From an optimization exercise on the open Yosys and OpenROAD flow, aimed at small area and a short achievable clock period; shortcuts taken in it are not production practice. Function was checked by simulation only, so behaviour that the tests miss may differ from the original. Power figures rest on the tool's default switching activity, not on a simulated workload.

==> flow/design.v <==
`default_nettype none
package fpu_pkg;
	typedef logic [31:0] fp32_t;	 
	typedef logic [31:0] int32_t;	 
	typedef logic [7:0]  exp_t;	 
	typedef logic [22:0] frac_t;	 
	typedef logic [23:0] sig_t;	 
	localparam exp_t EXP_MAX  = 8'd255;
	localparam exp_t EXP_BIAS = 8'd127;
	localparam int LATENCY = 3;
	typedef struct packed {
		logic [5:0] op1;	 
		logic [4:0] fmt;	 
		logic [5:0] op2;	 
	} instr_t;
	typedef struct packed {
		logic invalid_op;
		logic nan;
		logic ovf;
	} fpu_exc_t;
	typedef enum logic [2:0] {
		OP_IDLE,
		OP_ABS,
		OP_NEG,
		OP_FLOOR,
		OP_FTOI,
		OP_ITOF,
		OP_INVALID
	} op_t;
	localparam logic [5:0] OP1_COP1    = 6'b010001;
	localparam logic [4:0] FMT_S       = 5'b10000;
	localparam logic [4:0] FMT_W_FTOI  = 5'b00000;
	localparam logic [4:0] FMT_ITOF    = 5'b00100;
	localparam logic [5:0] FUNCT_ABS   = 6'b000101;
	localparam logic [5:0] FUNCT_NEG   = 6'b000111;
	localparam logic [5:0] FUNCT_FLOOR = 6'b001111;
	localparam logic [5:0] FUNCT_CVT   = 6'b000000;
endpackage
`default_nettype wire
`default_nettype none
module fpu_top (
	input  wire         clk,
	input  wire         rstn,
	input       fpu_pkg::instr_t instr,
	input       fpu_pkg::fp32_t  x1,	 
	input       fpu_pkg::int32_t x2,	 
	output fpu_pkg::fp32_t       y,
	output fpu_pkg::fpu_exc_t    exc
);
	function automatic logic [4:0] ftoi_amt(input logic [4:0] k);	 
		ftoi_amt = '0;
		for (int j = 0; j < 32; j++) if (k == 5'(j)) ftoi_amt = 5'((30 - j) & 31);
	endfunction
	function automatic logic [7:0] itof_exp(input logic [4:0] k);	 
		itof_exp = '0;
		for (int j = 0; j < 32; j++) if (k == 5'(j)) itof_exp = 8'(157 - j);
	endfunction
	function automatic logic [22:0] floor_mask(input logic [7:0] ee);
		for (int i = 0; i < 23; i++) floor_mask[i] = !ee[7] || (i < 22 && ee[4:0] <= 5'(21 - i));
	endfunction
	logic d_abs, d_neg, d_flr, d_ftoi, d_itof, cop1;
	assign cop1   = instr.op1 == fpu_pkg::OP1_COP1;
	assign d_abs  = cop1 && instr.fmt == fpu_pkg::FMT_S && instr.op2 == fpu_pkg::FUNCT_ABS;
	assign d_neg  = cop1 && instr.fmt == fpu_pkg::FMT_S && instr.op2 == fpu_pkg::FUNCT_NEG;
	assign d_flr  = cop1 && instr.fmt == fpu_pkg::FMT_S && instr.op2 == fpu_pkg::FUNCT_FLOOR;
	assign d_ftoi = cop1 && instr.fmt == fpu_pkg::FMT_W_FTOI && instr.op2 == fpu_pkg::FUNCT_CVT;
	assign d_itof = cop1 && instr.fmt == fpu_pkg::FMT_ITOF && instr.op2 == fpu_pkg::FUNCT_CVT;
	logic [7:0] e1;
	logic       fz_d, c_nan, c_ovf, c_half, c_norm;
	assign e1     = x1[30:23];
	assign fz_d   = x1[22:0] == '0;
	assign c_nan  = (e1 == 8'hff) && !fz_d;
	assign c_ovf  = !c_nan && ((e1 > 8'd158) || (e1 == 8'd158 && !(x1[31] && fz_d)));
	assign c_half = e1 == 8'd126;
	assign c_norm = (e1 >= 8'd127) && !c_nan && !c_ovf;
	logic o_sgn_d, o_flr_d, o_ft_d, o_fh_d, o_it_d;
	fpu_pkg::fpu_exc_t x_d;
	assign o_sgn_d       = rstn && (d_abs || d_neg);
	assign o_flr_d       = rstn && d_flr;
	assign o_ft_d        = rstn && d_ftoi && c_norm;
	assign o_fh_d        = rstn && d_ftoi && c_half;	 
	assign o_it_d        = rstn && d_itof && x2 != '0;
	assign x_d.invalid_op = rstn && !(d_abs || d_neg || d_flr || d_ftoi || d_itof);
	assign x_d.nan        = rstn && d_ftoi && c_nan;
	assign x_d.ovf        = rstn && d_ftoi && c_ovf;
	logic        s2;
	logic [30:0] v2;
	logic [30:0] pick;
	logic [30:0] cpl;
	logic [31:0] d_d;
	assign s2 = x2[31];
	assign v2 = x2[30:0];
	logic [30:0] vz;
	logic [4:0]  lz1;
	logic [4:0]  amt1;
	assign vz = x2[30:0] ^ {31{s2}};
	always_comb begin
		lz1 = 5'd31;
		for (int i = 0; i < 31; i++) begin
			if (vz[i]) lz1 = 5'(30 - i);
		end
	end
	assign amt1 = instr.fmt[2] ? lz1 : ftoi_amt(x1[27:23]);
	always_comb begin
		for (int i = 0; i < 23; i++) pick[i] = instr.fmt[2] ? v2[22-i] : x1[i];
		for (int i = 23; i < 31; i++) pick[i] = instr.fmt[2] ? v2[53-i] : x1[i];
		cpl[22:0]  = {23{instr.fmt[2] ? s2 : (!instr.fmt[4] && x1[31])}};
		cpl[30:23] = {8{instr.fmt[2] && s2}};
		d_d[30:0]  = pick ^ cpl;
		if (instr.fmt[2])  d_d[31] = s2;
		else if (d_neg)    d_d[31] = ~x1[31];
		else if (d_abs)    d_d[31] = 1'b0;
		else               d_d[31] = x1[31];
	end
	logic              o_sgn, o_flr, o_ft, o_fh, o_it;
	fpu_pkg::fpu_exc_t x_q;
	logic [31:0]       d_q;
	logic [4:0]        amt;	 
	logic              fz_q;	 
	always_ff @(posedge clk) begin
		amt   <= amt1;
		o_sgn <= o_sgn_d;
		o_flr <= o_flr_d;
		o_ft  <= o_ft_d;
		o_fh  <= o_fh_d;
		o_it  <= o_it_d;
		x_q   <= x_d;
		d_q   <= d_d;
		fz_q  <= fz_d;
	end
	logic        s;
	logic [7:0]  e;
	logic [22:0] fr;
	assign s  = d_q[31];
	assign e  = d_q[30:23];
	assign fr = d_q[22:0];
	logic [32:0] sin, sa, sb, sc, sd, se;
	assign sin  = {o_it ? s : ~s, d_q[22:0], o_it ? d_q[30:23] : {8{s}}, s};
	assign sa   = amt[4] ? {{16{s}}, sin[32:16]} : sin;
	assign sb   = amt[3] ? {{8{s}}, sa[32:8]} : sa;
	assign sc   = amt[2] ? {{4{s}}, sb[32:4]} : sb;
	assign sd   = amt[1] ? {{2{s}}, sc[32:2]} : sc;
	assign se   = amt[0] ? {s, sd[32:1]} : sd;
	logic [22:0] mask;
	logic        hf, fl_c, fl_mid;
	logic [31:0] fl_a;
	assign mask   = floor_mask(e);
	assign hf     = |(fr & mask);
	assign fl_mid = (e >= 8'd127) && (e < 8'd150);
	assign fl_c   = fl_mid & s & hf;
	always_comb begin
		if (e == 8'hff && !fz_q)  fl_a = d_q | 32'h0040_0000;
		else if (!fl_mid && e >= 8'd150) fl_a = d_q;
		else if (!fl_mid) fl_a = (s && (e != '0 || !fz_q)) ? 32'hbf80_0000 : {s, 31'd0};
		else if (s & hf)  fl_a = d_q | {9'd0, mask};
		else              fl_a = d_q & ~{9'd0, mask};
	end
	logic        use_sh;
	logic [32:0] data_d;
	logic        s_d;
	logic        sel_f_d, sel_i_d;
	fpu_pkg::fpu_exc_t x2_d;
	assign use_sh = o_it | o_ft;
	always_comb begin
		if (use_sh)     data_d = se;
		else if (o_flr) data_d = {fl_a, fl_c};
		else if (o_fh)  data_d = {{32{s}}, ~s};	 
		else            data_d = {d_q, 1'b0};
	end
	assign s_d     = use_sh & s;
	assign sel_f_d = rstn && (o_sgn || o_flr || o_ft || o_fh);
	assign sel_i_d = rstn && o_it;
	assign x2_d    = rstn ? x_q : '0;
	logic [32:0]       data_q;
	logic [4:0]        lz_q;
	logic              s_q;
	logic              sel_f, sel_i;
	fpu_pkg::fpu_exc_t x2_q;
	always_ff @(posedge clk) begin
		data_q <= data_d;
		lz_q   <= amt;
		s_q    <= s_d;
		sel_f  <= sel_f_d;
		sel_i  <= sel_i_d;
		x2_q   <= x2_d;
	end
	logic [32:0] sq;
	assign sq = data_q;
	logic [31:0] nrm;
	logic [31:0] ai;
	logic        ci;
	always_comb begin
		for (int n = 0; n < 32; n++) nrm[n] = sq[32-n];
	end
	assign ai = {s_q, itof_exp(lz_q), nrm[30:8]};
	assign ci = s_q ? (nrm[7] | (&nrm[6:0] & nrm[8])) : (nrm[7] & (nrm[8] | (|nrm[6:0])));
	logic [31:0] a;
	logic        c;
	logic [31:0] pre;	 
	logic [31:0] y_d;
	assign a = ({32{sel_f}} & sq[32:1]) | ({32{sel_i}} & ai);
	assign c = (sel_f & sq[0]) | (sel_i & ci);
	always_comb begin
		pre[0] = 1'b1;
		for (int i = 1; i < 32; i++) pre[i] = pre[i-1] & a[i-1];
	end
	assign y_d = {32{rstn}} & (a ^ ({32{c}} & pre));	 
	always_ff @(posedge clk) begin
		y   <= y_d;
		exc <= rstn ? x2_q : '0;
	end
endmodule
`default_nettype wire
==> flow/flow/run.sh <==
#!/bin/bash
# Standard synthesis, then the combinational logic re-mapped by ABC with
# iterated choice-based mapping (flip-flops untouched), then the standard
# layout from floorplan on, with plain buffers on the ports.
set -euo pipefail
WORK=$(pwd)
R=$WORK/orfs/results/$FLOW_PLATFORM/fpu_top/base
LOGS=$WORK/orfs/logs/$FLOW_PLATFORM/fpu_top/base
bash standard.sh synth > $WORK/flow_synth.log 2>&1
cp $R/1_2_yosys.v $R/1_2_yosys.std.v
YOSYS=$FLOW_HOME/../tools/install/yosys/bin/yosys
[ -x "$YOSYS" ] || YOSYS=$(command -v yosys)
export REABC_LIB=$FLOW_HOME/platforms/$FLOW_PLATFORM/lib/sky130_fd_sc_hd__tt_025C_1v80.lib
export REABC_IN=$R/1_2_yosys.std.v
export REABC_OUT=$R/1_2_yosys.v
export REABC_SCRIPT=$WORK/flow/abc.scr
export REABC_CONSTR=$WORK/orfs/objects/$FLOW_PLATFORM/fpu_top/base/abc.constr
export REABC_DONT_USE="$(grep -m1 -- '^abc -script' $LOGS/1_2_yosys.log | grep -o -- '-dont_use [^ ]*' | awk '{print $2}' | tr '\n' ' ')"
export REABC_FLOPS="$(grep -o 'sky130_fd_sc_hd__[a-z]*df[a-z0-9_]*' $R/1_2_yosys.std.v | sort -u | tr '\n' ' ')"
$YOSYS -c $WORK/flow/reabc.tcl > $WORK/flow_reabc.log 2>&1
rm -f $R/1_synth.odb $R/1_synth.sdc
# port buffers: the smallest plain buffer, which the resizer upsizes where needed
export BUFFER_PORTS_ARGS="-buffer_cell sky130_fd_sc_hd__buf_1"
bash standard.sh finish > $WORK/flow_finish.log 2>&1
==> flow/flow/abc.scr <==
strash
dc2
dch
map
strash
dc2
dch
map
strash
dch
map
topo
buffer -c
upsize -c
dnsize -c
==> flow/flow/reabc.tcl <==
# Re-map the combinational logic of the standard synthesis netlist with a
# different ABC script. Every flip-flop instance (name and cell type) is kept.
set lib     $::env(REABC_LIB)
set in      $::env(REABC_IN)
set out     $::env(REABC_OUT)
set script  $::env(REABC_SCRIPT)
set dontuse $::env(REABC_DONT_USE)

yosys read_liberty -ignore_miss_func $lib
yosys read_verilog $in
yosys hierarchy -top $::env(FLOW_TOP)
foreach ff [split $::env(REABC_FLOPS)] {
  yosys setattr -mod -set keep_hierarchy 1 $ff
}
yosys flatten
yosys rename -hide w:*.*
yosys opt_clean
set args [list -script $script -liberty $lib -constr $::env(REABC_CONSTR)]
foreach c [split $dontuse] { if {$c ne ""} { lappend args -dont_use $c } }
yosys abc {*}$args
yosys opt_clean -purge
yosys rename -enumerate
foreach ff [split $::env(REABC_FLOPS)] {
  yosys blackbox $ff
}
yosys tee -o $out.stat stat -liberty $lib
yosys write_verilog -noattr -nohex -nodec $out
==> flow/standard.sh <==
#!/bin/bash
# synth_recipe.tcl (not shown) runs the flow's synth.tcl, then flattens the netlist and writes it again
# the make line also repeats each setting of config.mk as NAME=value (left out here)
make -C /OpenROAD-flow-scripts/flow DESIGN_CONFIG=/design/flow/config.mk WORK_HOME=/design/flow/orfs CLKGATE_MAP_FILE= SYNTH_SCRIPT=/design/flow/synth_recipe.tcl "${@:-finish}"
==> flow/config.mk <==
export PLATFORM = sky130hd
export DESIGN_NAME = fpu_top
export DESIGN_NICKNAME = fpu_top
export VERILOG_FILES = /design/flow/design.v
export SDC_FILE = /design/flow/constraint.sdc
export NUM_CORES = 4
export LEC_CHECK = 0
export CAP_MARGIN = 20
export CORE_MARGIN = 2
export CORE_UTILIZATION = 40
export SETUP_SLACK_MARGIN = 5
export SLEW_MARGIN = 20
==> flow/constraint.sdc <==
create_clock -name core_clock -period 8.0 [get_ports {clk}]
set_input_delay 1.6000 -clock core_clock [delete_from_list [all_inputs] [get_ports {clk}]]
set_output_delay 1.6000 -clock core_clock [all_outputs]
set_load 0.01 [all_outputs]
==> results.txt, run 1 <==
- Crit path DAT: 3150 ps
- CTS tree: done
- Critical Path Source Type: register
- DRT iter0 DRCs: 909
- Final min period: 2870 ps
- Max stage delay on crit path: 580 ps
- CP required: 8290 ps
- Status: complete, no violations
- Die area: 22100 sq um
- Int Pwr: 0.00125 W
- Syn_nets: 1373
- Worst path slowest cell: dfxtp_1
- Crit-path max FO: 14
- Commonest non-fill, non-tap cells in the layout: nand2_1, o21ai_0, inv_1
- Worst setup slack after layout: 5130 ps
- Number of buffers created by CTS: 17
- Sw Share: 0.337
- VDD IR max: 0.144 mV
- RSZ-0062 raised after global routing: true
- Antenna violations before repair: 0
- Met1 wire length: 12.7 mm
- Nets: 1465
- First-pass GRT wire length: 48.7 mm
- Vias/cell: 5.77
- Diode count: 0
- Slew of the pin with the lowest slew margin: 896 ps
- DRT Pass-1 Iters: 6
- Final ANT Viol Nets: 0
- I/O Buffers: 117
- Leakage: 4.04 nW
- Crit end category: register
- Hold/Removal Path Class: reg -> reg
- Endpoints failing setup: 0
- Post-Route Skew: 10.1 ps
- Core box area: 20400 sq um
- Reg clk slew, reported paths: 60 ps
- Max-cap violations: 0
- Top routing layer in use: met4
- Vias in the first global route: 9066
- Setup_tns: 0 ps
- Global-route usage over all layers: 0.284
- Buffers plus inverters on the worst setup path: 2
- Crit path kind: reg -> reg
- Grt ovf: 0
- Clock Latency Late Sink: 420 ps
- Fmax: 349 MHz
- Rows: 52
- Slew margin rel.: 0.402
- Bufs on Longest Clock Path: 2
- Clock Tree Root: clkbuf_16
- DR DRC count: 0
- CTS HTree Levels: 4
- Combinational power share: 0.213
- Syn Area/Cell: 6.49 sq um
- Pre-CTS setup slack: 4440 ps
- Vias: 9606
- Initial Util: 0.411
- Share of cells above drive strength 1: 0.0638
- PwrDens: 194 nW/um^2
- Flop pwr share: 0.394
- Drt total wl: 31.5 mm
- Clock power share: 0.393
- Cell family with most CP delay: simple AND/OR/NAND/NOR gates
- Synth Cell Area: 8380 sq um
- Die boundary height: 149 um
- Worst path cell trace: nand2_1, inv_1, nand3_1, nand4_1, a41oi_1, o21ai_0, a21oi_1, nand3b_2, nand2_1, a21oi_4, buf_12, a21oi_1, o21bai_1
- Wire length on met2: 14.8 mm
- DR WL met3: 2.55 mm
- Gpl congestion: 0.998
- CTS sink count: 125
- Average wire per standard cell: 18.9 um
- P_sw: 0.000637 W
- Yosys Warn Count: 1
- Final period utilization: 0.358
- Post-DP HPWL: 24.9 mm
- Most common cell after layout, fill and taps aside: nand2_1
- Die W: 149 um
- I/O pin total: 118
- Slew Limit Fails: 0
- Largest net degree at the start of global routing: 60
- Hold Violations, Final: 0
- Gate Count Post-Synth: 1290
- Area Overhead vs Synth: 16.1%
-- metrics by stage --
stage | area [sq um] | util | total power [W] | cells | hold WS (ps)
3_5_place_dp | 9000 | 0.442 | 0.00114 | 1630 | 397
2_1_floorplan | 8390 | - | 0.000985 | 1290 | 329
4_1_cts | 9590 | 0.471 | 0.00188 | 1661 | 406
6_report | 9730 | 0.478 | 0.00189 | 1664 | 402
5_1_grt | 9730 | 0.478 | 0.00198 | 1664 | 427
3_3_place_gp | 9000 | 0.442 | 0.00115 | 1630 | 390
-- power groups by stage --
stage,combinational [W],sequential [W],clock [W]
6_report,0.000404,0.000745,0.000742
5_1_grt,0.000447,0.000750,0.000782
4_1_cts,0.000387,0.000742,0.000755
3_5_place_dp,0.000384,0.000755,0
2_1_floorplan,0.000271,0.000715,0
3_3_place_gp,0.000388,0.000758,0
-- area by class of cell --
cell class / count / area, sq um
fill: 2155 / 10600
multi-input combinational: 936 / 5070
sequential: 125 / 2510
inverter: 169 / 648
timing repair buffer: 133 / 591
clock buffer: 18 / 429
tap: 270 / 338
clock inverter: 13 / 144
-- layer usage --
metal / up-vias / track usage
li1: 4685 / -
met1: 4355 / 0.346
met2: 479 / 0.480
met3: 87 / 0.0601
met4: 0 / 0.134
met5: - / 0
-- worst paths after layout --
path                 from         end  slack [ps]  depth (start not counted)
hold / removal    x2_q[1]      exc[1]         400                          2
hold reg to reg   x2_q[1]      exc[1]         400                          2
setup / recovery  d_q[24]  data_q[10]        5130                         13
setup reg to reg  d_q[24]  data_q[10]        5130                         13
-- repair_timing --
action / CTS / global route
gates resized for setup: 5 / 23
endpoints found under the setup margin: 32 / 33
pin swaps: 0 / 2
hold buffers: 0 / 0
setup buffers: 0 / 3
-- state kept, by name, summed over array words and instances (netlist names), 3 cells and up --
| name | count |
|---|---|
| data_q | 33 |
| d_q | 32 |
| y | 32 |
| amt | 5 |
| lz_q | 5 |
| exc | 3 |
| x2_q | 3 |
| x_q | 3 |
-- worst register-to-register path, stage by stage (launching register included) --
cell      delay [ps]
dfxtp_1          580
nand2_1          170
inv_1            240
nand3_1          100
nand4_1          100
a41oi_1          100
o21ai_0          170
a21oi_1           80
nand3b_2         360
nand2_1          210
a21oi_4           50
buf_12           170
a21oi_1          280
o21bai_1         120
==> inputs of run 2 (changes only) <==
--- a/flow/design.v
+++ b/flow/design.v
@@ -73,6 +73,8 @@
 	assign c_ovf  = !c_nan && ((e1 > 8'd158) || (e1 == 8'd158 && !(x1[31] && fz_d)));
 	assign c_half = e1 == 8'd126;
 	assign c_norm = (e1 >= 8'd127) && !c_nan && !c_ovf;
+	logic fl_c_d;
+	assign fl_c_d = x1[31] && e1 >= 8'd127 && e1 < 8'd150 && |(x1[22:0] & floor_mask(e1));
 	logic o_sgn_d, o_flr_d, o_ft_d, o_fh_d, o_it_d;
 	fpu_pkg::fpu_exc_t x_d;
 	assign o_sgn_d       = rstn && (d_abs || d_neg);
@@ -117,7 +119,9 @@
 	logic [31:0]       d_q;
 	logic [4:0]        amt;	 
 	logic              fz_q;	 
+	logic              fl_c;	 
 	always_ff @(posedge clk) begin
+		fl_c  <= fl_c_d;
 		amt   <= amt1;
 		o_sgn <= o_sgn_d;
 		o_flr <= o_flr_d;
@@ -142,17 +146,15 @@
 	assign sd   = amt[1] ? {{2{s}}, sc[32:2]} : sc;
 	assign se   = amt[0] ? {s, sd[32:1]} : sd;
 	logic [22:0] mask;
-	logic        hf, fl_c, fl_mid;
+	logic        fl_mid;
 	logic [31:0] fl_a;
 	assign mask   = floor_mask(e);
-	assign hf     = |(fr & mask);
 	assign fl_mid = (e >= 8'd127) && (e < 8'd150);
-	assign fl_c   = fl_mid & s & hf;
 	always_comb begin
 		if (e == 8'hff && !fz_q)  fl_a = d_q | 32'h0040_0000;
 		else if (!fl_mid && e >= 8'd150) fl_a = d_q;
 		else if (!fl_mid) fl_a = (s && (e != '0 || !fz_q)) ? 32'hbf80_0000 : {s, 31'd0};
-		else if (s & hf)  fl_a = d_q | {9'd0, mask};
+		else if (fl_c)    fl_a = d_q | {9'd0, mask};
 		else              fl_a = d_q & ~{9'd0, mask};
 	end
 	logic        use_sh;
--- a/flow/flow/run.sh
+++ b/flow/flow/run.sh
@@ -1,7 +1,8 @@
 #!/bin/bash
 # Standard synthesis, then the combinational logic re-mapped by ABC with
 # iterated choice-based mapping (flip-flops untouched), then the standard
-# layout from floorplan on, with plain buffers on the ports.
+# layout from floorplan on, with plain buffers on the ports and a
+# lighter clock tree.
 set -euo pipefail
 WORK=$(pwd)
 R=$WORK/orfs/results/$FLOW_PLATFORM/fpu_top/base
@@ -21,4 +22,6 @@
 rm -f $R/1_synth.odb $R/1_synth.sdc
 # port buffers: the smallest plain buffer, which the resizer upsizes where needed
 export BUFFER_PORTS_ARGS="-buffer_cell sky130_fd_sc_hd__buf_1"
+# clock tree: mid-size buffers and no dummy loads
+export CTS_ARGS="-sink_clustering_enable -repair_clock_nets -buf_list sky130_fd_sc_hd__clkbuf_8 -dont_use_dummy_load"
 bash standard.sh finish > $WORK/flow_finish.log 2>&1
--- a/flow/config.mk
+++ b/flow/config.mk
@@ -7,6 +7,6 @@
 export LEC_CHECK = 0
 export CAP_MARGIN = 20
 export CORE_MARGIN = 2
-export CORE_UTILIZATION = 40
+export CORE_UTILIZATION = 60
 export SETUP_SLACK_MARGIN = 5
 export SLEW_MARGIN = 20
==> run 2 against run 1 <==
Power shrank 18%. Clock power fell by 47%. First-iteration DRC count up 72%. Final cell count down 4.7%. Clock skew increased by 31 ps. Hold slack got worse by 17 ps. Cell area shrank 5.1%. Routed wire length down 1.3%. Critical path type unchanged. Worst setup slack worse by 230 ps.
==> results.txt, run 2 <==
- Slew Limit Fails: 0
- Stages on worst setup path: 7
- Final min period: 3090 ps
- Hold slack: 385 ps
- Buffers plus inverters on the worst setup path: 2
- Post-Route Skew: 40.8 ps
- Post-DP HPWL: 23.6 mm
- Final period utilization: 0.387
- RSZ-0062 raised after global routing: true
- DRT Pass-1 Iters: 14
- Die area: 14800 sq um
- Leakage: 3.87 nW
- Reg clk slew, reported paths: 80 ps
- Vias/cell: 6.43
- CTS sink count: 126
- PwrDens: 169 nW/um^2
- Worst r2r src: o_flr
- Share of cells above drive strength 1: 0.0539
- Crit path DAT: 3360 ps
- Fmax: 323 MHz
- Sw Share: 0.362
- Drt total wl: 31.1 mm
- Diode count: 0
- Clock Tree Root: clkbuf_8
- Syn Area/Cell: 6.34 sq um
- Slew margin rel.: 0.325
- Crit path kind: reg -> reg
- Endpoints failing setup: 0
- Global-route usage over all layers: 0.410
- Slew of the pin with the lowest slew margin: 1010 ps
- Flop pwr share: 0.480
- Final ANT Viol Nets: 0
- Largest net degree at the start of global routing: 60
- Cells on worst reg2reg path: 7
- Core box area: 13400 sq um
- Crit-path max FO: 19
- Int Pwr: 0.000992 W
- VDD IR max: 0.154 mV
- Commonest non-fill, non-tap cells in the layout: nand2_1, nor2_1, a21oi_1
- Average wire per standard cell: 19.6 um
- Fillers: 1232
- Hold_buf cts: 0
- Max-cap violations: 0
- Crit end category: register
- CTS HTree Levels: 4
- Bufs on Longest Clock Path: 2
- Cell family with most CP delay: buffers and inverters
- CP required: 8260 ps
- Area Overhead vs Synth: 11.1%
- Antenna violations before repair: 0
- Rows: 42
- Critical Path Source Type: register
- CTS tree: done
- P_sw: 0.000563 W
- Reg2Reg Setup Slack: 4910 ps
- Hold/Removal Path Class: reg -> reg
- Min-Delay Endpoint: exc[1]
- Die W: 122 um
- Combinational power share: 0.269
- Vias: 10200
- Max reg flops: 33
- Clock Latency Late Sink: 440 ps
- DR DRC count: 0
- Gate Count Post-Synth: 1310
- Hold Startpoint: x2_q[1]
- Gpl congestion: 1.08
- Grt ovf: 0
- Hold Path Stages: 2
- Max stage delay on crit path: 660 ps
- Synth Cell Area: 8310 sq um
- Die boundary height: 122 um
- Largest Register: data_q
- Worst path cell trace: clkinvlp_4, nand2_1, nor2_1, nor2_1, inv_1, a221oi_1, a21oi_1
- Initial Util: 0.620
- Status: complete, no violations
- Setup_tns: 0 ps
- Worst path slowest cell: dfxtp_1
- I/O Buffers: 117
- Yosys Warn Count: 1
- Most common cell after layout, fill and taps aside: nand2_1
- Syn_nets: 1393
- Vias in the first global route: 9143
- Clock power share: 0.251
- Hold Violations, Final: 0
- DRT iter0 DRCs: 1563
- First-pass GRT wire length: 46.9 mm
- Regs by FF count: data_q x33, d_q x32, y x32
- I/O pin total: 118
- Critical R2R Capture: data_q[1]
- CP dominant cell by count: nor2_1
- Number of buffers created by CTS: 17
- Nets: 1495
==> run 2: layer usage <==
metal | vias to the layer above | wire length [um] | GRT usage
met2 | 831 | 13900 | 0.670
li1 | 4717 | - | -
met3 | 179 | 3450 | 0.0927
met1 | 4472 | 11700 | 0.502
met4 | 0 | 2040 | 0.226
met5 | - | 0 | 0
==> run 2: stage by stage <==
stage | power (W) | cells | cell area, sq um | setup slack (ps) | utilization
after floorplan | 0.000994 | 1310 | 8310 | 4850 | -
after global placement | 0.00114 | 1556 | 8820 | 4090 | 0.658
after detailed placement | 0.00114 | 1556 | 8820 | 3980 | 0.658
after CTS | 0.00153 | 1573 | 9080 | 5020 | 0.677
after global routing | 0.00163 | 1586 | 9230 | 4960 | 0.689
final | 0.00156 | 1586 | 9230 | 4910 | 0.689
==> run 2: timing repair <==
action | 4_1_cts | 5_1_grt
gates resized for setup | 7 | 17
pin swaps | 0 | 1
endpoints found under the setup margin | 23 | 32
buffers inserted | 0 | 13
hold endpoints to repair | 0 | 0
==> run 2: power groups by stage <==
stage               Sequential [W]  Clock, W  Combinational [W]
floorplan                 0.000723         0           0.000272
global placement          0.000754         0           0.000389
detailed placement        0.000754         0           0.000390
CTS                       0.000740  0.000391           0.000394
global route              0.000748  0.000421           0.000456
finish                    0.000747  0.000390           0.000418
==> run 2: worst reg2reg max path: stages, from the launching register on <==
cell and delay (ps):
dfxtp_1 660, clkinvlp_4 530, nand2_1 260, nor2_1 110, nor2_1 260, inv_1 340
a221oi_1 640, a21oi_1 150
==> run 2: final cells by class <==
cell class / count / area, sq um / area share
tap: 176 / 220 / 0.0239
multi-input combinational: 983 / 5060 / 0.548
clock buffer: 17 / 234 / 0.0254
timing repair buffer: 139 / 627 / 0.0679
sequential: 126 / 2530 / 0.274
inverter: 145 / 562 / 0.0609
==> run 2: worst max-delay path by stage <==
stage             start        end
2_1_floorplan    x2[31]     d_q[0]
3_3_place_gp       rstn       y[7]
3_5_place_dp       rstn      y[12]
4_1_cts        instr[8]     amt[4]
5_1_grt        instr[8]     amt[4]
6_report          o_flr  data_q[1]
==> inputs of run 3 (changes only) <==
--- a/flow/config.mk
+++ b/flow/config.mk
@@ -7,6 +7,6 @@
 export LEC_CHECK = 0
 export CAP_MARGIN = 20
 export CORE_MARGIN = 2
-export CORE_UTILIZATION = 60
+export CORE_UTILIZATION = 40
 export SETUP_SLACK_MARGIN = 5
 export SLEW_MARGIN = 20
==> run 3 against run 2 <==
Largest power group unchanged. Flip-flop and latch count unchanged. Combinational power down 2%. Worst setup slack better by 230 ps. Count of clock-buffer cells in the layout unchanged. Critical endpoint is now data_q[21]. Fmax up 8.0%.
==> results.txt, run 3 <==
- Status: complete, no violations
- Antenna violations before repair: 0
- Leakage: 3.86 nW
- Clock Tree Root: clkbuf_8
- Area Overhead vs Synth: 12.2%
- Setup_tns: 0 ps
- Post-Route Skew: 37.3 ps
- Largest net degree at the start of global routing: 60
- Hold/Removal Path Class: reg -> reg
- Slew of the pin with the lowest slew margin: 928 ps
- Slew Limit Fails: 0
- CTS HTree Levels: 4
- Rows: 52
- Commonest non-fill, non-tap cells in the layout: nand2_1, nor2_1, a21oi_1
- Hold Violations, Final: 0
- RSZ-0062 raised after global routing: false
- Hold Startpoint: x_q[0]
- Syn_nets: 1393
- Largest Register: data_q
- Number of buffers created by CTS: 17
- I/O Buffers: 117
- Max reg flops: 33
- Final core utilization: 0.459
- Average wire per standard cell: 18.3 um
- Endpoints failing setup: 0
- Placed instance area: 8930 sq um
- Vias/cell: 5.68
- Worst r2r src: d_q[24]
- Die W: 148 um
- Critical Path Source Type: register
- Fillers: 2285
- Bufs on Longest Clock Path: 2
- Syn Area/Cell: 6.34 sq um
- Die area: 21900 sq um
- Regs by FF count: data_q x33, d_q x32, y x32
- PwrDens: 165 nW/um^2
- Fmax: 349 MHz
- Synth Cell Area: 8310 sq um
- Vias: 9519
- Crit end category: register
- Gpl congestion: 1.02
- DR DRC count: 0
- Nets: 1492
- Vias in the first global route: 8992
- Critical path startpoint: d_q[24]
- DRT iter0 DRCs: 731
- Post-DP HPWL: 24.7 mm
- I/O pin total: 118
- Design Area, Final: 9320 sq um
- Yosys Warn Count: 1
- Slew margin rel.: 0.378
- Crit path kind: reg -> reg
- CTS tree: done
- CP required: 8330 ps
- Share of cells above drive strength 1: 0.0519
- Final period utilization: 0.358
- Clock Latency Late Sink: 440 ps
- Die boundary height: 148 um
- Global-route usage over all layers: 0.279
- Gate Count Post-Synth: 1310
- Hold_buf cts: 0
- Diode count: 0
- CTS sink count: 126
- First-pass GRT wire length: 47.8 mm
- Crit-path max FO: 12
- Core box area: 20300 sq um
- Most common cell after layout, fill and taps aside: nand2_1
- VDD IR max: 0.0803 mV
- Final min period: 2860 ps
- Grt ovf: 0
- Initial Util: 0.409
- DRT Pass-1 Iters: 5
- Max-cap violations: 0
- Drt total wl: 30.7 mm
- Final ANT Viol Nets: 0
- Reg clk slew, reported paths: 80 ps
- Crit path DAT: 3190 ps
## run 3: metal layers
layer / global-route usage / routed length [um] / vias to the layer above
li1: - / - / 4701
met1: 0.348 / 12700 / 4261
met2: 0.465 / 14300 / 457
met3: 0.0423 / 2090 / 100
met4: 0.153 / 1690 / 0
met5: 0 / 0 / -
## run 3: path summary, 6_finish.rpt
kind,end,slack (ps),cells past startpoint
hold reg to reg,x2_q[0],400,2
setup / recovery,data_q[21],5140,8
setup reg to reg,data_q[21],5140,8
hold / removal,x2_q[0],400,2
## run 3: layout make-up
type	count	area, sq um	area share
repair buffers	136	609	0.0654
clock buffers	17	234	0.0251
inverters	145	566	0.0607
multi-input cells	983	5040	0.541
well taps	270	338	0.0362
flip-flops and latches	126	2530	0.271
## run 3: per-stage QoR
stage          power (W)  hold slack (ps)  instances  worst slack (ps)
2_1_floorplan   0.000994              329       1310              4850
3_3_place_gp     0.00115              390       1649              3950
5_1_grt          0.00163              421       1677              5000
3_5_place_dp     0.00115              394       1649              3890
4_1_cts          0.00154              407       1666              5000
6_report         0.00154              404       1677              5140
## run 3: critical path, cell delays in order, from the launching register on
cell,delay [ps]
dfxtp_1,530
nand3_1,190
nor2_1,230
nor2_1,60
nor2_1,570
inv_1,380
o311ai_0,400
o21ai_0,180
o21ai_0,240
## run 3: where the power goes
| group | leakage (nW) | switching, W | total (W) | internal [W] |
|---|---|---|---|---|
| sequential | 1.04 | 0.0000662 | 0.000745 | 0.000679 |
| combinational | 2.70 | 0.000285 | 0.000411 | 0.000126 |
| clock | 0.122 | 0.000199 | 0.000385 | 0.000186 |
| total | 3.86 | 0.000550 | 0.00154 | 0.000991 |
## run 3: timing repair
item / 4_1_cts / 5_1_grt
setup endpoints to repair: 61 / 40
pin swaps: 0 / 2
setup buffers: 0 / 11
resized for setup: 7 / 19
==> inputs of run 4 (changes only) <==
--- a/flow/flow/run.sh
+++ b/flow/flow/run.sh
@@ -20,6 +20,7 @@
 export REABC_FLOPS="$(grep -o 'sky130_fd_sc_hd__[a-z]*df[a-z0-9_]*' $R/1_2_yosys.std.v | sort -u | tr '\n' ' ')"
 $YOSYS -c $WORK/flow/reabc.tcl > $WORK/flow_reabc.log 2>&1
 rm -f $R/1_synth.odb $R/1_synth.sdc
+export SETUP_SLACK_MARGIN=5.4
 # port buffers: the smallest plain buffer, which the resizer upsizes where needed
 export BUFFER_PORTS_ARGS="-buffer_cell sky130_fd_sc_hd__buf_1"
 # clock tree: mid-size buffers and no dummy loads
--- a/flow/config.mk
+++ b/flow/config.mk
@@ -8,5 +8,4 @@
 export CAP_MARGIN = 20
 export CORE_MARGIN = 2
 export CORE_UTILIZATION = 40
-export SETUP_SLACK_MARGIN = 5
 export SLEW_MARGIN = 20
==> run 4 against run 3 <==
Critical path depth grew 2. Global-route usage increased by 1.2 points. Register-to-register slack better by 360 ps. Flip-flop and latch count stayed put. Die area is the same. Worst setup slack better by 180 ps. Routed wire length increased by 8.0%. Critical endpoint is now amt[0]. Largest power group unchanged. Highest routed layer unchanged.
==> results.txt, run 4 <==
- Global-route usage over all layers: 0.291
- Clock Tree Root: clkbuf_8
- Area Overhead vs Synth: 20.8%
- Crit path DAT: 2970 ps
- Drt total wl: 33.1 mm
- CTS tree: done
- Setup_tns: 0 ps
- Crit-path max FO: 3
- Grt ovf: 0
- Core box area: 20300 sq um
- Tot Pwr: 0.00159 W
- Hold/Removal Path Class: reg -> reg
- Worst setup slack after layout: 5310 ps
- Critical Path Source Type: input port
- Crit path kind: in -> reg
- Syn Area/Cell: 6.34 sq um
- Most common cell after layout, fill and taps aside: nand2_1
- Hold Violations, Final: 0
- Vias/cell: 5.85
- Commonest non-fill, non-tap cells in the layout: nand2_1, nor2_1, a21oi_1
- Syn_nets: 1393
- I/O Buffers: 117
- Post-DP HPWL: 25.2 mm
- Max reg flops: 33
- Die boundary height: 148 um
- Antenna violations before repair: 0
- VDD IR max: 0.0754 mV
- Post-Route Skew: 28.8 ps
- PwrDens: 158 nW/um^2
- DRT Pass-1 Iters: 6
- Bufs on Longest Clock Path: 2
- DR DRC count: 0
- Status: complete, no violations
- I/O pin total: 118
- Gate Count Post-Synth: 1310
- Reg clk slew, reported paths: 70 ps
- Crit end category: register
- Yosys Warn Count: 1
- Max-cap violations: 0
- Synth Cell Area: 8310 sq um
- Hold_buf cts: 0
- Pre-CTS setup slack: 4450 ps
- Largest Register: data_q
- RSZ-0062 raised after global routing: true
- Final ANT Viol Nets: 0
- First-pass GRT wire length: 49.9 mm
- Regs by FF count: data_q x33, d_q x32, y x32
- Die W: 148 um
- CP required: 8280 ps
- Slew of the pin with the lowest slew margin: 982 ps
- Average wire per standard cell: 19.4 um
- Nets: 1520
- Hold slack: 390 ps
- Endpoints failing setup: 0
- Die area: 21900 sq um
- Slew margin rel.: 0.345
- CTS HTree Levels: 4
- Leakage: 4.16 nW
- Fmax: 372 MHz
- Vias in the first global route: 9252
- Slew Limit Fails: 0
- Diode count: 0
- Initial Util: 0.409
- Number of buffers created by CTS: 17
- Share of cells above drive strength 1: 0.126
- Largest net degree at the start of global routing: 60
- DRT iter0 DRCs: 870
- Final period utilization: 0.336
- Final min period: 2690 ps
- Clock Latency Late Sink: 430 ps
- Vias: 9976
- Rows: 52
- Gpl congestion: 1.05
- CTS sink count: 126
-- run 4: worst max-delay path, cell delays in order --
cell       delay [ps]
buf_2             120
inv_1              70
a21oi_1           130
o21ai_0            90
a21oi_1           200
o2111ai_1         140
a31oi_2           240
o21ai_2           100
a21oi_2           160
o21ai_1           100
-- run 4: timing repair --
item / 4_1_cts / 5_1_grt
setup endpoints to repair: 86 / 46
buffers inserted: 10 / 24
pin swaps: 9 / 33
gates resized for setup: 54 / 90
gates cloned: 3 / 1
-- run 4: worst paths after layout --
kind,startpoint,endpoint,slack [ps],cells past startpoint
min,x2_q[1],exc[1],390,2
max reg2reg,o_it,data_q[5],5500,8
max,x2[2],amt[0],5310,10
min reg2reg,x2_q[1],exc[1],390,2
-- run 4: cell type report --
class                           count  area (sq um)
Fill cell                        2212         10300
Multi-Input combinational cell    983          5350
Sequential cell                   126          2540
Timing Repair Buffer              164           982
Inverter                          145           596
Tap cell                          270           338
Clock buffer                       17           234
-- run 4: power by group --
| part | internal (W) | switching (W) |
|---|---|---|
| Combinational | 0.000144 | 0.000303 |
| Sequential | 0.000678 | 0.0000676 |
| Clock | 0.000187 | 0.000209 |
-- run 4: metal layers --
| layer | track usage | wire, um | vias up |
|---|---|---|---|
| li1 | - | - | 4781 |
| met1 | 0.350 | 12900 | 4484 |
| met2 | 0.497 | 15800 | 571 |
| met3 | 0.0475 | 2410 | 140 |
| met4 | 0.161 | 2030 | 0 |
| met5 | 0 | 0 | - |
-- run 4: stage by stage --
stage | area, sq um | std cells | util
CTS | 9560 | 1680 | 0.471
finish | 10000 | 1705 | 0.494
floorplan | 8400 | 1310 | -
global placement | 8990 | 1650 | 0.443
detailed placement | 8990 | 1650 | 0.443
global route | 10000 | 1705 | 0.494
==> inputs of run 5 (changes only) <==
--- a/flow/flow/run.sh
+++ b/flow/flow/run.sh
@@ -20,7 +20,7 @@
 export REABC_FLOPS="$(grep -o 'sky130_fd_sc_hd__[a-z]*df[a-z0-9_]*' $R/1_2_yosys.std.v | sort -u | tr '\n' ' ')"
 $YOSYS -c $WORK/flow/reabc.tcl > $WORK/flow_reabc.log 2>&1
 rm -f $R/1_synth.odb $R/1_synth.sdc
-export SETUP_SLACK_MARGIN=5.4
+export SETUP_SLACK_MARGIN=5.2
 # port buffers: the smallest plain buffer, which the resizer upsizes where needed
 export BUFFER_PORTS_ARGS="-buffer_cell sky130_fd_sc_hd__buf_1"
 # clock tree: mid-size buffers and no dummy loads
==> run 5 against run 4 <==
Non-clock buffer count decreased by 27. Largest power group unchanged. Still clean on timing, DRC and antenna. Via count decreased by 3.2%. Critical endpoint is now amt[2]. Routed wire length decreased by 8.3%. Clock power decreased by 3%. Global-route usage decreased by 1.8 points.
==> results.txt, run 5 <==
- Critical R2R Capture: data_q[4]
- Syn Area/Cell: 6.34 sq um
- Final min period: 2770 ps
- Die boundary height: 148 um
- CTS HTree Levels: 4
- Share of cells above drive strength 1: 0.0696
- Clock Tree Root: clkbuf_8
- Hold/Removal Path Class: reg -> reg
- Hold Violations, Final: 0
- Crit end category: register
- Max stage delay on crit path: 210 ps
- Die area: 21900 sq um
- Fmax: 360 MHz
- Vias in the first global route: 9113
- Area Overhead vs Synth: 13.8%
- CP required: 8340 ps
- Grt ovf: 0
- Post-Route Skew: 29.3 ps
- Gpl congestion: 1.04
- Pre-CTS setup slack: 3880 ps
- Buffers plus inverters on the worst setup path: 5
- Vias: 9655
- Worst setup slack after layout: 5230 ps
- Max-cap violations: 0
- Number of buffers created by CTS: 17
- Crit-path max FO: 11
- Largest Register: data_q
- CTS sink count: 126
- Most common cell after layout, fill and taps aside: nand2_1
- DRT Pass-1 Iters: 5
- Reg area: 2530 sq um
- PwrDens: 164 nW/um^2
- Critical Path Source Type: input port
- Final period utilization: 0.347
- Cell family with most CP delay: compound AO/OA/AOI/OAI gates
- Clock Latency Late Sink: 430 ps
- Stages on worst setup path: 12
- Hold Path Stages: 2
- Setup_tns: 0 ps
- Fillers: 2237
- CTS tree: done
- Cells on worst reg2reg path: 8
- Worst path slowest cell: o21ai_0
- Syn_nets: 1393
- Drt total wl: 30.4 mm
- Status: complete, no violations
- Reg2Reg Setup Slack: 5260 ps
- Synth Cell Area: 8310 sq um
- Initial Util: 0.409
- Regs by FF count: data_q x33, d_q x32, y x32
- I/O pin total: 118
- Min-Delay Endpoint: exc[2]
- DRT iter0 DRCs: 756
- Post-DP HPWL: 23.9 mm
- Global-route usage over all layers: 0.274
- Reg clk slew, reported paths: 70 ps
- Worst r2r src: amt[3]
- Crit path kind: in -> reg
- Worst path cell trace: clkbuf_4, buf_12, buf_4, inv_8, nand2_1, nor2_1, inv_1, o22ai_1, o21ai_0, nand2_1, a21oi_1, o21ai_0
- Antenna violations before repair: 1
- Yosys Warn Count: 1
- Nets: 1493
- Bufs on Longest Clock Path: 2
- Endpoints failing setup: 0
- Final ANT Viol Nets: 0
- RSZ-0062 raised after global routing: true
- Gate Count Post-Synth: 1310
- Rows: 52
- Multi-input gate area: 5130 sq um
- Core box area: 20300 sq um
- Vias/cell: 5.75
- Largest net degree at the start of global routing: 60
- DR DRC count: 0
- Slew margin rel.: 0.356
- Average wire per standard cell: 18.1 um
- Commonest non-fill, non-tap cells in the layout: nand2_1, nor2_1, a21oi_1
- Max reg flops: 33
- Die W: 148 um
- Slew of the pin with the lowest slew margin: 961 ps
- Hold Startpoint: x2_q[2]
- Slew Limit Fails: 0
- VDD IR max: 0.0830 mV
- I/O Buffers: 117
- Crit path DAT: 3110 ps
- First-pass GRT wire length: 47.8 mm
- Leakage: 3.90 nW
## run 5: worst max-delay path by stage
stage	startpoint	end
6_report	x2[31]	amt[2]
5_1_grt	sel_i	y[30]
4_1_cts	sel_f	y[28]
3_5_place_dp	rstn	y[7]
3_3_place_gp	rstn	y[7]
2_1_floorplan	x2[31]	amt[0]
## run 5: timing repair
action | CTS | global route
endpoints found under the setup margin | 78 | 51
resized for setup | 16 | 51
hold buffers | 0 | 0
pin swaps | 0 | 9
cloned | 0 | 1
setup buffers | 3 | 7
## run 5: report_power, final
part | internal [W] | total, W | switching [W]
clock network | 0.000186 | 0.000382 | 0.000196
registers | 0.000679 | 0.000746 | 0.0000669
logic | 0.000131 | 0.000420 | 0.000289
## run 5: cell type report
cell class                      count  area share
Sequential cell                   126       0.268
Antenna cell                        1    0.000265
Multi-Input combinational cell    983       0.542
Inverter                          145      0.0610
Timing Repair Buffer              137      0.0680
Clock buffer                       17      0.0247
Tap cell                          270      0.0357
## run 5: through the flow
step	instances	hold WS, ps	power (W)	cell area, sq um	util
2_1_floorplan	1310	329	0.000995	8320	-
3_3_place_gp	1650	392	0.00115	8940	0.440
3_5_place_dp	1650	395	0.00115	8940	0.440
4_1_cts	1670	408	0.00153	9240	0.455
5_1_grt	1678	429	0.00164	9450	0.466
6_report	1679	405	0.00155	9460	0.466
## run 5: metal layers
layer  track usage  wire length [um]
met3        0.0426              2280
met2         0.451             14100
met1         0.345             12400
met4         0.148              1600
met5             0                 0
## run 5: worst register-to-register path, stage by stage, from the launching register on
cell	delay, ps
dfxtp_2	600
inv_1	260
nor2_4	290
clkinvlp_4	260
o221ai_1	370
o21ai_0	180
o21ai_0	340
o21ai_0	130
o22ai_1	210
==> inputs of run 6 (changes only) <==
--- a/flow/design.v
+++ b/flow/design.v
@@ -157,56 +157,61 @@
 		else if (fl_c)    fl_a = d_q | {9'd0, mask};
 		else              fl_a = d_q & ~{9'd0, mask};
 	end
-	logic        use_sh;
+	logic [31:0] nrm;
+	logic [7:0]  v8;
+	logic        g, sig0, t1, t0, ci;
+	logic [31:0] ai;
+	always_comb begin
+		for (int n = 0; n < 32; n++) nrm[n] = se[32-n];
+		for (int k = 0; k < 8; k++) v8[k] = d_q[22-k];
+	end
+	always_comb begin
+		g    = s;
+		sig0 = s;
+		t1   = 1'b1;
+		t0   = 1'b0;
+		for (int j = 0; j < 7; j++) if (amt == 5'(j)) g = v8[6-j];
+		for (int j = 0; j < 8; j++) if (amt == 5'(j)) sig0 = v8[7-j];
+		for (int k = 0; k < 6; k++) begin
+			if (int'(amt) + k <= 5) begin
+				t1 = t1 & v8[k];
+				t0 = t0 | v8[k];
+			end
+		end
+	end
+	assign ci = s ? (g | (t1 & sig0)) : (g & (sig0 | t0));
+	assign ai = {s, itof_exp(amt), nrm[30:8]};
 	logic [32:0] data_d;
-	logic        s_d;
-	logic        sel_f_d, sel_i_d;
+	logic        val_d;
 	fpu_pkg::fpu_exc_t x2_d;
-	assign use_sh = o_it | o_ft;
-	always_comb begin
-		if (use_sh)     data_d = se;
+	always_comb begin
+		if (o_it)       data_d = {ai, ci};
+		else if (o_ft)  data_d = se;
 		else if (o_flr) data_d = {fl_a, fl_c};
 		else if (o_fh)  data_d = {{32{s}}, ~s};	 
 		else            data_d = {d_q, 1'b0};
 	end
-	assign s_d     = use_sh & s;
-	assign sel_f_d = rstn && (o_sgn || o_flr || o_ft || o_fh);
-	assign sel_i_d = rstn && o_it;
-	assign x2_d    = rstn ? x_q : '0;
+	assign val_d = rstn && (o_sgn || o_flr || o_ft || o_fh || o_it);
+	assign x2_d  = rstn ? x_q : '0;
 	logic [32:0]       data_q;
-	logic [4:0]        lz_q;
-	logic              s_q;
-	logic              sel_f, sel_i;
+	logic              val_q;
 	fpu_pkg::fpu_exc_t x2_q;
 	always_ff @(posedge clk) begin
 		data_q <= data_d;
-		lz_q   <= amt;
-		s_q    <= s_d;
-		sel_f  <= sel_f_d;
-		sel_i  <= sel_i_d;
+		val_q  <= val_d;
 		x2_q   <= x2_d;
 	end
-	logic [32:0] sq;
-	assign sq = data_q;
-	logic [31:0] nrm;
-	logic [31:0] ai;
-	logic        ci;
-	always_comb begin
-		for (int n = 0; n < 32; n++) nrm[n] = sq[32-n];
-	end
-	assign ai = {s_q, itof_exp(lz_q), nrm[30:8]};
-	assign ci = s_q ? (nrm[7] | (&nrm[6:0] & nrm[8])) : (nrm[7] & (nrm[8] | (|nrm[6:0])));
 	logic [31:0] a;
 	logic        c;
 	logic [31:0] pre;	 
 	logic [31:0] y_d;
-	assign a = ({32{sel_f}} & sq[32:1]) | ({32{sel_i}} & ai);
-	assign c = (sel_f & sq[0]) | (sel_i & ci);
+	assign a = data_q[32:1];
+	assign c = data_q[0];
 	always_comb begin
 		pre[0] = 1'b1;
 		for (int i = 1; i < 32; i++) pre[i] = pre[i-1] & a[i-1];
 	end
-	assign y_d = {32{rstn}} & (a ^ ({32{c}} & pre));	 
+	assign y_d = {32{rstn && val_q}} & (a ^ ({32{c}} & pre));	 
 	always_ff @(posedge clk) begin
 		y   <= y_d;
 		exc <= rstn ? x2_q : '0;
--- a/flow/flow/run.sh
+++ b/flow/flow/run.sh
@@ -20,7 +20,6 @@
 export REABC_FLOPS="$(grep -o 'sky130_fd_sc_hd__[a-z]*df[a-z0-9_]*' $R/1_2_yosys.std.v | sort -u | tr '\n' ' ')"
 $YOSYS -c $WORK/flow/reabc.tcl > $WORK/flow_reabc.log 2>&1
 rm -f $R/1_synth.odb $R/1_synth.sdc
-export SETUP_SLACK_MARGIN=5.2
 # port buffers: the smallest plain buffer, which the resizer upsizes where needed
 export BUFFER_PORTS_ARGS="-buffer_cell sky130_fd_sc_hd__buf_1"
 # clock tree: mid-size buffers and no dummy loads
--- a/flow/config.mk
+++ b/flow/config.mk
@@ -8,4 +8,5 @@
 export CAP_MARGIN = 20
 export CORE_MARGIN = 2
 export CORE_UTILIZATION = 40
+export SETUP_SLACK_MARGIN = 5
 export SLEW_MARGIN = 20
==> run 6 against run 5 <==
Power is 0.30% higher. Critical endpoint is now amt[1]. First-iteration DRC count grew 24%. Combinational power is 11% higher. Register-to-register slack got worse by 80 ps. Clock power barely moved. Highest routed layer unchanged. Flip-flop and latch count decreased by 7.
==> results.txt, run 6 <==
- Status: complete, no violations
- Slew of the pin with the lowest slew margin: 827 ps
- Share of cells above drive strength 1: 0.0514
- Crit path kind: in -> reg
- Slew margin rel.: 0.448
- Gpl congestion: 1.00
- Gate Count Post-Synth: 1268
- Max reg flops: 33
- Post-Route Skew: 39.9 ps
- Reg2Reg Setup Slack: 5180 ps
- Grt ovf: 0
- Global-route usage over all layers: 0.286
- Stages on worst setup path: 11
- I/O pin total: 118
- Final ANT Viol Nets: 0
- Die W: 146 um
- DR WL met3: 2.13 mm
- Syn_nets: 1351
- Syn Area/Cell: 6.32 sq um
- Setup_tns: 0 ps
- Met1 wire length: 12.7 mm
- Vias: 9276
- Reg clk slew, reported paths: 70 ps
- VDD IR max: 0.0870 mV
- Crit end category: register
- Die area: 21200 sq um
- DRT Pass-1 Iters: 6
- Crit path DAT: 3220 ps
- CTS sink count: 119
- DRT iter0 DRCs: 934
- Final min period: 2930 ps
- Post-DP HPWL: 24.7 mm
- Antenna violations before repair: 0
- Synth Cell Area: 8020 sq um
- Fmax: 341 MHz
- Cells on worst reg2reg path: 12
- Wire length on met2: 14.5 mm
- Placed Cells: 1604
- Number of buffers created by CTS: 17
- Nets: 1447
- Worst path cell trace: buf_8, inv_8, nand2_1, a22oi_1, o21ai_0, a31oi_1, o22ai_1, a221oi_2, o22ai_1, a21oi_1, o31ai_1
- I/O Buffers: 117
- DR DRC count: 0
- Buffers plus inverters on the worst setup path: 2
- Hold_buf cts: 0
- Bufs on Longest Clock Path: 2
- PwrDens: 172 nW/um^2
- Initial Util: 0.409
- Hold Path Stages: 2
- Slew Limit Fails: 0
- RSZ-0062 raised after global routing: false
- Clock Tree Root: clkbuf_8
- Yosys Warn Count: 1
- Worst path slowest cell: a221oi_2
- Crit-path max FO: 19
- Rows: 51
- Drt total wl: 31.0 mm
- Hold Violations, Final: 0
- Endpoints failing setup: 0
- Diode count: 0
- CTS HTree Levels: 4
- CP dominant cell by count: o22ai_1
- Regs by FF count: data_q x33, d_q x32, y x32
- Commonest non-fill, non-tap cells in the layout: nand2_1, o21ai_0, nor2_1
- Core box area: 19600 sq um
- Average wire per standard cell: 19.0 um
- Hold/Removal Path Class: reg -> reg
- Critical Path Source Type: input port
- Largest Register: data_q
- Max-cap violations: 0
- Leakage: 3.70 nW
- Vias in the first global route: 8779
- Cell family with most CP delay: compound AO/OA/AOI/OAI gates
- Area Overhead vs Synth: 12.5%
- CTS tree: done
- Max stage delay on crit path: 330 ps
- Most common cell after layout, fill and taps aside: nand2_1
- CP required: 8290 ps
- Non-filler cells, final: 1627
- Vias/cell: 5.70
- Clock Latency Late Sink: 440 ps
- Largest net degree at the start of global routing: 59
- Top routing layer in use: met4
- Die boundary height: 146 um
- First-pass GRT wire length: 47.5 mm
- Final period utilization: 0.367
==> run 6: worst paths after layout <==
path           start         to
min reg2reg  x2_q[1]     exc[1]
min          x2_q[1]     exc[1]
max           x2[31]     amt[1]
max reg2reg   amt[3]  data_q[0]
==> run 6: layout make-up <==
type                    count  area, sq um
fillers                  2150        10600
multi-input cells         932         4860
flip-flops and latches    119         2390
inverters                 162          638
repair buffers            131          567
well taps                 265          332
clock buffers              17          234
repair inverters            1         5.00
==> run 6: metal layers <==
| metal | up-vias | track usage |
|---|---|---|
| met4 | 0 | 0.165 |
| met5 | - | 0 |
| li1 | 4522 | - |
| met1 | 4176 | 0.345 |
| met2 | 476 | 0.485 |
| met3 | 102 | 0.0442 |
==> run 6: metrics by stage <==
stage,instance area [sq um],hold slack (ps),power (W),utilization,setup slack [ps]
after floorplan,8020,388,0.000989,-,5010
after global placement,8650,390,0.00116,0.442,3710
after detailed placement,8660,392,0.00116,0.442,3760
after CTS,8930,402,0.00155,0.456,5060
after global routing,9020,430,0.00164,0.460,5000
final,9020,401,0.00155,0.460,5070
==> run 6: worst min-delay path: stages (launching register included) <==
cell and delay, ps:
dfxtp_1 300, inv_1 40, nor2_1 30
==> run 6: repair_timing <==
item / 4_1_cts / 5_1_grt
hold endpoints to repair: 0 / 0
setup endpoints to repair: 46 / 34
gates cloned: 0 / 1
gates resized for setup: 17 / 17
buffers inserted: 0 / 5
pin swaps: 0 / 1
==> run 6: report_power, final <==
part           internal (W)  switching (W)  total (W)
sequential         0.000642      0.0000634   0.000706
clock              0.000186       0.000195   0.000381
combinational      0.000142       0.000323   0.000465
total              0.000970       0.000582    0.00155
==> inputs of run 7 (changes only) <==
--- a/flow/flow/run.sh
+++ b/flow/flow/run.sh
@@ -20,6 +20,7 @@
 export REABC_FLOPS="$(grep -o 'sky130_fd_sc_hd__[a-z]*df[a-z0-9_]*' $R/1_2_yosys.std.v | sort -u | tr '\n' ' ')"
 $YOSYS -c $WORK/flow/reabc.tcl > $WORK/flow_reabc.log 2>&1
 rm -f $R/1_synth.odb $R/1_synth.sdc
+export SETUP_SLACK_MARGIN=5.3
 # port buffers: the smallest plain buffer, which the resizer upsizes where needed
 export BUFFER_PORTS_ARGS="-buffer_cell sky130_fd_sc_hd__buf_1"
 # clock tree: mid-size buffers and no dummy loads
--- a/flow/config.mk
+++ b/flow/config.mk
@@ -8,5 +8,4 @@
 export CAP_MARGIN = 20
 export CORE_MARGIN = 2
 export CORE_UTILIZATION = 40
-export SETUP_SLACK_MARGIN = 5
 export SLEW_MARGIN = 20
==> run 7 against run 6 <==
Sequential power barely moved. Sequential share of layout area fell by 1.2 points. Critical path depth rose by 1. Largest power group unchanged. Clock skew fell by 4.8 ps. Hold slack improved by 1.6 ps. First-iteration DRC count rose by 7.1%. Power rose by 2.5%. Via count rose by 1.6%. Routed wire length fell by 2.2%. Area after synthesis did not move. Synthesized cell count did not move. Critical endpoint unchanged. Count of clock-buffer cells in the layout did not move.
==> results.txt, run 7 <==
- Status: complete, no violations
- Slew of the pin with the lowest slew margin: 897 ps
- CTS tree: done
- Vias: 9423
- I/O Buffers: 117
- Die W: 146 um
- Setup_tns: 0 ps
- Grt ovf: 0
- Final ANT Viol Nets: 0
- Post-Route Skew: 35.1 ps
- Gpl congestion: 0.995
- Crit path kind: in -> reg
- Post-DP HPWL: 23.4 mm
- Worst path slowest cell: a221oi_2
- Average wire per standard cell: 18.3 um
- Leakage: 3.88 nW
- Placed instance area: 8700 sq um
- Worst path cell trace: clkbuf_2, buf_12, clkinv_8, nand2_4, a22oi_2, o21ai_1, a31oi_1, o22ai_1, a221oi_2, o22ai_1, a21oi_1, o31ai_1
- Commonest non-fill, non-tap cells in the layout: nand2_1, o21ai_0, nor2_1
- Area Overhead vs Synth: 18.1%
- Core box area: 19600 sq um
- CTS HTree Levels: 4
- Max stage delay on crit path: 290 ps
- Slew Limit Fails: 0
- Fillers: 2144
- Combinational power share: 0.305
- Crit-path max FO: 19
- P_sw: 0.000606 W
- Nets: 1473
- Drt total wl: 30.3 mm
- Syn Area/Cell: 6.32 sq um
- Bufs on Longest Clock Path: 2
- Final min period: 2810 ps
- Clock Latency Late Sink: 460 ps
- Hold slack: 403 ps
- DRT Pass-1 Iters: 6
- Reg clk slew, reported paths: 60 ps
- Max reg flops: 33
- Flop pwr share: 0.443
- I/O pin total: 118
- Buffers plus inverters on the worst setup path: 3
- Largest net degree at the start of global routing: 59
- Rows: 51
- Initial Util: 0.409
- Synth Cell Area: 8020 sq um
- Design Area, Final: 9470 sq um
- Final period utilization: 0.351
- Gate Count Post-Synth: 1268
- Fmax: 356 MHz
- Vias/cell: 5.70
- Yosys Warn Count: 1
- Largest Register: data_q
- Int Pwr: 0.000986 W
- PwrDens: 168 nW/um^2
- Most common cell after layout, fill and taps aside: nand2_1
- Reg2Reg Setup Slack: 5430 ps
- Clock Tree Root: clkbuf_8
- Diode count: 0
- Number of buffers created by CTS: 17
- Crit end category: register
- Vias in the first global route: 8683
- Hold_buf cts: 0
- Max-cap violations: 0
- Global-route usage over all layers: 0.278
- Syn_nets: 1351
- Die area: 21200 sq um
- CP dominant cell by count: o22ai_1
- DR DRC count: 0
- DRT iter0 DRCs: 1000
- Hold Violations, Final: 0
- Clock power share: 0.252
- Slew margin rel.: 0.401
- Die boundary height: 146 um
- Sw Share: 0.380
- CP required: 8310 ps
- Crit path DAT: 3120 ps
- Share of cells above drive strength 1: 0.101
- Hold/Removal Path Class: reg -> reg
- Regs by FF count: data_q x33, d_q x32, y x32
- First-pass GRT wire length: 46.4 mm
- Critical Path Source Type: input port
- Endpoints failing setup: 0
- Cell family with most CP delay: compound AO/OA/AOI/OAI gates
- RSZ-0062 raised after global routing: true
- Antenna violations before repair: 0
- CTS sink count: 119
- VDD IR max: 0.0839 mV
-- run 7: what timing repair did --
item | in CTS | in global routing
setup buffers | 7 | 24
gates resized for setup | 49 | 45
setup endpoints to repair | 72 | 48
gates cloned | 1 | 0
pin swaps | 7 | 14
-- run 7: metrics by stage --
step,total power (W),utilization,cells,setup slack [ps]
finish,0.00159,0.484,1653,5190
floorplan,0.000994,-,1268,5150
global placement,0.00116,0.444,1604,3830
global route,0.00168,0.484,1653,5100
CTS,0.00157,0.468,1629,5200
detailed placement,0.00116,0.444,1604,3720
-- run 7: per-layer routing --
| metal | track usage | wire (um) |
|---|---|---|
| met1 | 0.343 | 12500 |
| met2 | 0.470 | 14100 |
| met3 | 0.0514 | 2350 |
| met4 | 0.130 | 1340 |
| met5 | 0 | 0 |
-- run 7: path summary, 6_finish.rpt --
check	from	endpoint	cells past startpoint
setup / recovery	x2[31]	amt[1]	12
hold / removal	x2_q[0]	exc[0]	2
setup reg to reg	o_it	data_q[22]	10
hold reg to reg	x2_q[0]	exc[0]	2
-- run 7: layout make-up --
| type | count | area [sq um] | area share |
|---|---|---|---|
| inverters | 162 | 652 | 0.0688 |
| repair buffers | 157 | 803 | 0.0848 |
| repair inverters | 1 | 5.00 | 0.000528 |
| flip-flops and latches | 119 | 2390 | 0.253 |
| multi-input cells | 932 | 5060 | 0.534 |
| well taps | 265 | 332 | 0.0350 |
| clock buffers | 17 | 234 | 0.0247 |
-- run 7: worst reg2reg max path, delay by kind of cell, from the launching register on --
kind            cells  cell delay (ps)
compound gates      8             1630
flops               1              360
buf+inv             2              460
-- run 7: power groups by stage --
stage	Combinational [W]	Sequential (W)	Clock, W
after floorplan	0.000310	0.000683	0
after global placement	0.000443	0.000714	0
after detailed placement	0.000442	0.000715	0
after CTS	0.000455	0.000702	0.000410
after global routing	0.000533	0.000708	0.000435
final	0.000486	0.000705	0.000400
==> inputs of run 8 (changes only) <==
--- a/flow/flow/run.sh
+++ b/flow/flow/run.sh
@@ -20,7 +20,7 @@
 export REABC_FLOPS="$(grep -o 'sky130_fd_sc_hd__[a-z]*df[a-z0-9_]*' $R/1_2_yosys.std.v | sort -u | tr '\n' ' ')"
 $YOSYS -c $WORK/flow/reabc.tcl > $WORK/flow_reabc.log 2>&1
 rm -f $R/1_synth.odb $R/1_synth.sdc
-export SETUP_SLACK_MARGIN=5.3
+export SETUP_SLACK_MARGIN=5.15
 # port buffers: the smallest plain buffer, which the resizer upsizes where needed
 export BUFFER_PORTS_ARGS="-buffer_cell sky130_fd_sc_hd__buf_1"
 # clock tree: mid-size buffers and no dummy loads
==> run 8 against run 7 <==
Via count shrank 0.70%. Utilization shrank 0.72 points. Cell area shrank 1.5%. Clock skew shrank 2.5 ps. Non-clock buffer count shrank 4. Die area is the same. Sequential power is essentially flat. Worst setup slack lost 85 ps. Register-to-register slack lost 150 ps. Clock power is essentially flat. Sequential share of layout area grew 0.37 points. Flip-flop and latch count is the same. Largest cell class unchanged. Largest power group unchanged.
==> results.txt, run 8 <==
- Nets: 1470
- Max-cap violations: 0
- DRT Pass-1 Iters: 6
- Average wire per standard cell: 18.4 um
- Setup_tns: 0 ps
- Yosys Warn Count: 1
- Drt total wl: 30.4 mm
- Hold_buf cts: 0
- Cell family with most CP delay: compound AO/OA/AOI/OAI gates
- Reg clk slew, reported paths: 80 ps
- Slew margin rel.: 0.464
- Die area: 21200 sq um
- Clock power share: 0.252
- CTS sink count: 119
- Status: complete, no violations
- Fmax: 345 MHz
- Combinational power share: 0.301
- Most common cell after layout, fill and taps aside: nand2_1
- Int Pwr: 0.000980 W
- Core box area: 19600 sq um
- P_sw: 0.000600 W
- GR peak layer: met2
- Clock Tree Root: clkbuf_8
- Crit path kind: in -> reg
- Syn Area/Cell: 6.32 sq um
- Vias in the first global route: 8463
- Clock Latency Late Sink: 440 ps
- Buffers plus inverters on the worst setup path: 3
- Placed Cells: 1603
- CTS tree: done
- Worst path cell trace: buf_6, buf_12, clkinv_16, nand2_8, a22oi_2, o21ai_1, a31oi_1, o22ai_1, a221oi_2, o22ai_1, a21oi_1, o31ai_1
- I/O pin total: 118
- Largest Register: data_q
- Vias/cell: 5.67
- Share of cells above drive strength 1: 0.0780
- PwrDens: 169 nW/um^2
- Initial Util: 0.409
- Bufs on Longest Clock Path: 2
- Global-route usage over all layers: 0.276
- Slew Limit Fails: 0
- Endpoints failing setup: 0
- Antenna violations before repair: 0
- Die W: 146 um
- Die boundary height: 146 um
- Largest net degree at the start of global routing: 59
- CTS HTree Levels: 4
- Syn_nets: 1351
- Reg2Reg Setup Slack: 5280 ps
- GR met2 Demand/Resource: 0.463
- VDD IR max: 0.0812 mV
- Post-Route Skew: 32.6 ps
- Worst path slowest cell: a221oi_2
- Non-filler cells, final: 1650
- Tot Pwr: 0.00158 W
- DR DRC count: 0
- CP required: 8310 ps
- Diode count: 0
- Grt ovf: 0
- Met1 GRT Util: 0.343
- DRT iter0 DRCs: 797
- Synth Cell Area: 8020 sq um
- Max reg flops: 33
- Final period utilization: 0.362
- Hold Violations, Final: 0
- RSZ-0062 raised after global routing: true
- Slew of the pin with the lowest slew margin: 794 ps
- Gpl congestion: 1.04
- Number of buffers created by CTS: 17
- Critical Path Source Type: input port
- Sw Share: 0.380
- Commonest non-fill, non-tap cells in the layout: nand2_1, o21ai_0, nor2_1
- Rows: 51
- Met3 Use GR: 0.0467
- CP dominant cell by count: o22ai_1
- Hold slack: 402 ps
- Vias: 9357
- Post-DP HPWL: 23.7 mm
- Final ANT Viol Nets: 0
- Crit path DAT: 3210 ps
- Area Overhead vs Synth: 16.4%
- Final min period: 2900 ps
- Crit end category: register
- Flop pwr share: 0.447
- I/O Buffers: 117
- Leakage: 3.84 nW
- Crit-path max FO: 8
- Hold/Removal Path Class: reg -> reg
- First-pass GRT wire length: 46.1 mm
- Regs by FF count: data_q x33, d_q x32, y x32
- Gate Count Post-Synth: 1268
- Max stage delay on crit path: 300 ps
-- run 8: per-layer routing --
metal  share of wire  vias up
met4           0.055        0
met2            0.46      478
li1                -     4578
met3           0.067      101
met5               0        -
met1            0.42     4200
-- run 8: worst register-to-register path: cells and delay by family (launching register included) --
family | cells | cell delay, ps
buffers and inverters | 3 | 770
AO/OA/AOI/OAI | 7 | 1520
flip-flops | 1 | 310
-- run 8: layout make-up --
class	count	area (sq um)
clock buffers	17	234
repair inverters	2	10.0
multi-input cells	932	4940
repair buffers	153	767
flip-flops and latches	119	2390
inverters	162	659
fillers	2129	10300
well taps	265	332
-- run 8: repair_timing --
action                     4_1_cts  5_1_grt
resized for setup               13       50
setup buffers                    0       28
setup endpoints to repair       38       40
pin swaps                        0       12
gates cloned                     0        2
-- run 8: power by group through the flow --
stage / Combinational [W] / Clock (W) / Sequential, W
after floorplan: 0.000308 / 0 / 0.000683
after global placement: 0.000443 / 0 / 0.000717
after detailed placement: 0.000439 / 0 / 0.000717
after CTS: 0.000443 / 0.000412 / 0.000704
after global routing: 0.000519 / 0.000434 / 0.000710
final: 0.000475 / 0.000398 / 0.000707
-- run 8: per-stage QoR --
stage | instance area [sq um] | setup slack (ps) | util
floorplan | 8080 | 5150 | -
global placement | 8680 | 4320 | 0.443
detailed placement | 8680 | 4170 | 0.443
CTS | 8950 | 5060 | 0.457
global route | 9330 | 5060 | 0.476
finish | 9330 | 5100 | 0.476
-- run 8: path summary, 6_finish.rpt --
path | start | cells past startpoint | endpoint
max reg2reg | o_it | 10 | data_q[2]
min reg2reg | x_q[2] | 2 | x2_q[2]
min | x_q[2] | 2 | x2_q[2]
max | x2[31] | 12 | amt[1]

## afterwards: timing with drivers on the ports
Ports are ideal in the flow. The routed layouts listed here were re-timed in OpenROAD. Step 1 assumes that a clkbuf_16 drives the clock port and a buf_2 every other input. Step 2 moves the port delays by t, midway between the first and last clock arrival at a register: inputs arrive t later, outputs are due t later. That takes back most of the time a late clock gives input paths. Slacks: no drivers / after step 1 / after step 2; pairs: no drivers / after step 1.
| run | shift t [ns] | setup slack, ns | worst setup path after step 2 | latest minus earliest clock arrival (ns) | worst slew at a driven data input, ns |
|---|---|---|---|---|---|
| run 1 | 0.461 | 5.133 / 5.133 / 4.742 | input to register | 0.010 / 0.011 | 0.06 |
| run 2 | 0.459 | 4.907 / 4.907 / 4.670 | input to register | 0.048 / 0.048 | 0.04 |
| run 3 | 0.465 | 5.136 / 5.136 / 4.692 | input to register | 0.038 / 0.038 | 0.04 |
| run 4 | 0.452 | 5.313 / 5.313 / 4.861 | input to register | 0.029 / 0.029 | 0.06 |
| run 5 | 0.451 | 5.225 / 5.241 / 4.790 | input to register | 0.036 / 0.036 | 0.04 |
| run 6 | 0.462 | 5.066 / 5.070 / 4.609 | input to register | 0.041 / 0.041 | 0.05 |
| run 7 | 0.481 | 5.189 / 5.208 / 4.727 | input to register | 0.037 / 0.036 | 0.05 |
| run 8 | 0.471 | 5.104 / 5.090 / 4.619 | input to register | 0.033 / 0.033 | 0.08 |
After both steps every run listed still meets setup and hold. The setup slack of run 8, which loses most, moves by -0.014 ns with the drivers and by -0.485 ns with both steps.
